This design comes from an exercise in tuning for small area, a short achievable clock period and few clock cycles on the open sky130 flow, not from production work. RTL that was checked went through simulation tests only; none was proved equivalent to the original. Power figures rest on the tool's default switching activity, not on a simulated workload.

job 101:
// indexed_array_insert_remove
module indexed_array_insert_remove (
  input  logic        clk_i,
  input  logic        rst_ni,
  input  logic        req_valid_i,
  output logic        req_ready_o,
  input  logic [2:0]  req_op_i,
  input  logic [6:0]  req_index_i,
  input  logic [6:0]  req_length_i,
  input  logic [31:0] req_value_i,
  output logic        rsp_valid_o,
  input  logic        rsp_ready_i,
  output logic [1:0]  rsp_status_o,
  output logic [6:0]  rsp_count_o,
  output logic [31:0] rsp_read_value_o
);
  localparam int unsigned DEPTH = 64;
  localparam int unsigned K     = 4;
  localparam int unsigned AW    = $clog2(DEPTH);
  iair_pkg::req_t             req_data;
  iair_pkg::rsp_t             rsp_data;
  logic                       mem_we;
  logic [AW-1:0]              mem_waddr;
  logic [iair_pkg::DataW-1:0] mem_wdata;
  logic [AW-1:0]              mem_raddr;
  logic [iair_pkg::DataW-1:0] mem_rdata;
  assign req_data.op     = req_op_i;
  assign req_data.index  = req_index_i;
  assign req_data.length = req_length_i;
  ...
make LEC_CHECK=0 CAP_MARGIN=20 CORE_MARGIN=2 CORE_UTILIZATION=40 MIN_ROUTING_LAYER=met2 PLACE_DENSITY=0.6 SLEW_MARGIN=20 finish   # period 5.0 ns
run.sh (not shown) runs the stock make flow with config.mk's settings and CLKGATE_MAP_FILE= SYNTH_SCRIPT=/design/flow/synth_recipe.tcl, a recipe that flattens the netlist after the stock synthesis.
global routing: job 101 exited with error
[inputs] job 102 vs job 101
- SETUP_SLACK_MARGIN now 2.2, previously not set
- ABC_CLOCK_PERIOD_IN_PS now 2500, previously not set
==> results.txt <==
- Run status, job 102: aborted in global routing, error GRT-0116
- Job 101 never completed; the flow aborted with a tool error in global routing.
- Diff job 101 -> job 102 | buffers inserted during post-CTS setup optimization | increase of 583
- Re simple-gate portion of the synthesized area: no difference whatsoever between job 102 and job 101.
- Placer congestion estimate, job 101 and job 102: lower on job 101
- Job 102 vs. job 101: average cell area after synthesis barely changed, total instance count after detailed placement dropped 61, number of sinks on the clock net barely changed, number of clock buffers inserted by TritonCTS climbed 3.
- Per the comparison of job 102 with job 101, number of buffers added to fix hold violations after cts increased 1; synthesized area essentially unchanged.
Function was not checked in any run of this note: the RTL went through the layout flow alone.


yarrow:
indexed_array_insert_remove, a different RTL version from the one above (not shown whole).
For scale: ~130000 um^2 of cells after synthesis.
Settings: LEC_CHECK=0, ABC_CLOCK_PERIOD_IN_PS=2000, CAP_MARGIN=20, CELL_PAD_IN_SITES_DETAIL_PLACEMENT=2, CELL_PAD_IN_SITES_GLOBAL_PLACEMENT=2, CORE_MARGIN=5, CORE_UTILIZATION=28, CTS_CLUSTER_DIAMETER=60, CTS_CLUSTER_SIZE=20, PLACE_DENSITY=0.5, SETUP_SLACK_MARGIN=1.9, SLEW_MARGIN=20; clock period 5.0 ns.
yarrow finished all stages; the layout is clean.
Testbench counts of yarrow, summed over its fixed seeds: cycles 5,023.
> inputs changed (yarrow -> delta)
diff --git a/flow/config.mk b/flow/config.mk
--- a/flow/config.mk
+++ b/flow/config.mk
@@ -12,6 +12,6 @@
 export CORE_MARGIN = 5
 export CORE_UTILIZATION = 28
-export CTS_CLUSTER_DIAMETER = 60
-export CTS_CLUSTER_SIZE = 20
+export CTS_CLUSTER_DIAMETER = 100
+export CTS_CLUSTER_SIZE = 24
 export PLACE_DENSITY = 0.5
 export SETUP_SLACK_MARGIN = 1.9
## What came out
- Sort delta and yarrow by first-pass GRT wire length desc -> top: yarrow
- delta vs. yarrow: sequential share of layout area climbed 2.5 points, clock-buffer cell count went down.
- Final instance area | delta below yarrow
- Average routed wire per standard cell in delta vs yarrow: up 1.6%
- delta reports a higher combinational cell fraction of total power than yarrow does.
Input changes introduced in maple (baseline for comparison: delta):
diff --git a/flow/config.mk b/flow/config.mk
--- a/flow/config.mk
+++ b/flow/config.mk
@@ -12,7 +12,5 @@
 export CORE_MARGIN = 5
 export CORE_UTILIZATION = 28
-export CTS_CLUSTER_DIAMETER = 100
-export CTS_CLUSTER_SIZE = 24
 export PLACE_DENSITY = 0.5
-export SETUP_SLACK_MARGIN = 1.9
+export SETUP_SLACK_MARGIN = 2.3
 export SLEW_MARGIN = 20
Findings:
Having completed the whole flow, maple delivered a layout that passed the timing, DRC and antenna checks.
delta finished every stage and its layout cleared the timing, DRC and antenna checks.
~same post-detailed-placement cell area in delta and maple
Comparing delta and maple, final critical path time including I/O delays and setup is lower on maple.
Post-route clock period utilization: maple lower than delta
The lower number of detailed-routing iterations run before antenna repair came out of delta.
Total power, delta and maple: smaller value in delta
maple vs delta: number of buffers outside the clock class in the layout up
Compared to delta, maple has setup slack of the critical path after layout 0.23 ns higher.
Compared to delta, the routing of maple uses more wire.

afterwards: timing with drivers on the ports:
The results above use ideal ports. As a check the final layouts listed here were re-extracted and re-timed, cells and wires unchanged.
Step 1: set_driving_cell puts a clkbuf_16 on clk_i and a buf_2 on each other input, an assumption about the parent block.
Step 2, shift: input delay + t, output delay - t, t = (earliest + latest rising clock arrival at the registers) / 2. This alone moves slack from input paths to output paths.
Three values: no drivers, after step 1, after step 2; two values: the first two.
| run | t, ns | setup WS [ns] | worst data-port slew with drivers (ns) | pins driven straight from the clock port |
|---|---|---|---|---|
| yarrow | 1.055 | 1.758 / 1.758 / 1.489 | 0.08 | 1 |
| delta | 1.030 | 1.712 / 1.712 / 1.471 | 0.08 | 1 |
| maple | 1.112 | 1.939 / 1.939 / 1.570 | 0.14 | 1 |
After both steps setup and hold are still met in every run listed. For maple, which loses most, drivers alone change the setup slack by 0.000 ns; drivers and shift together by -0.369 ns.
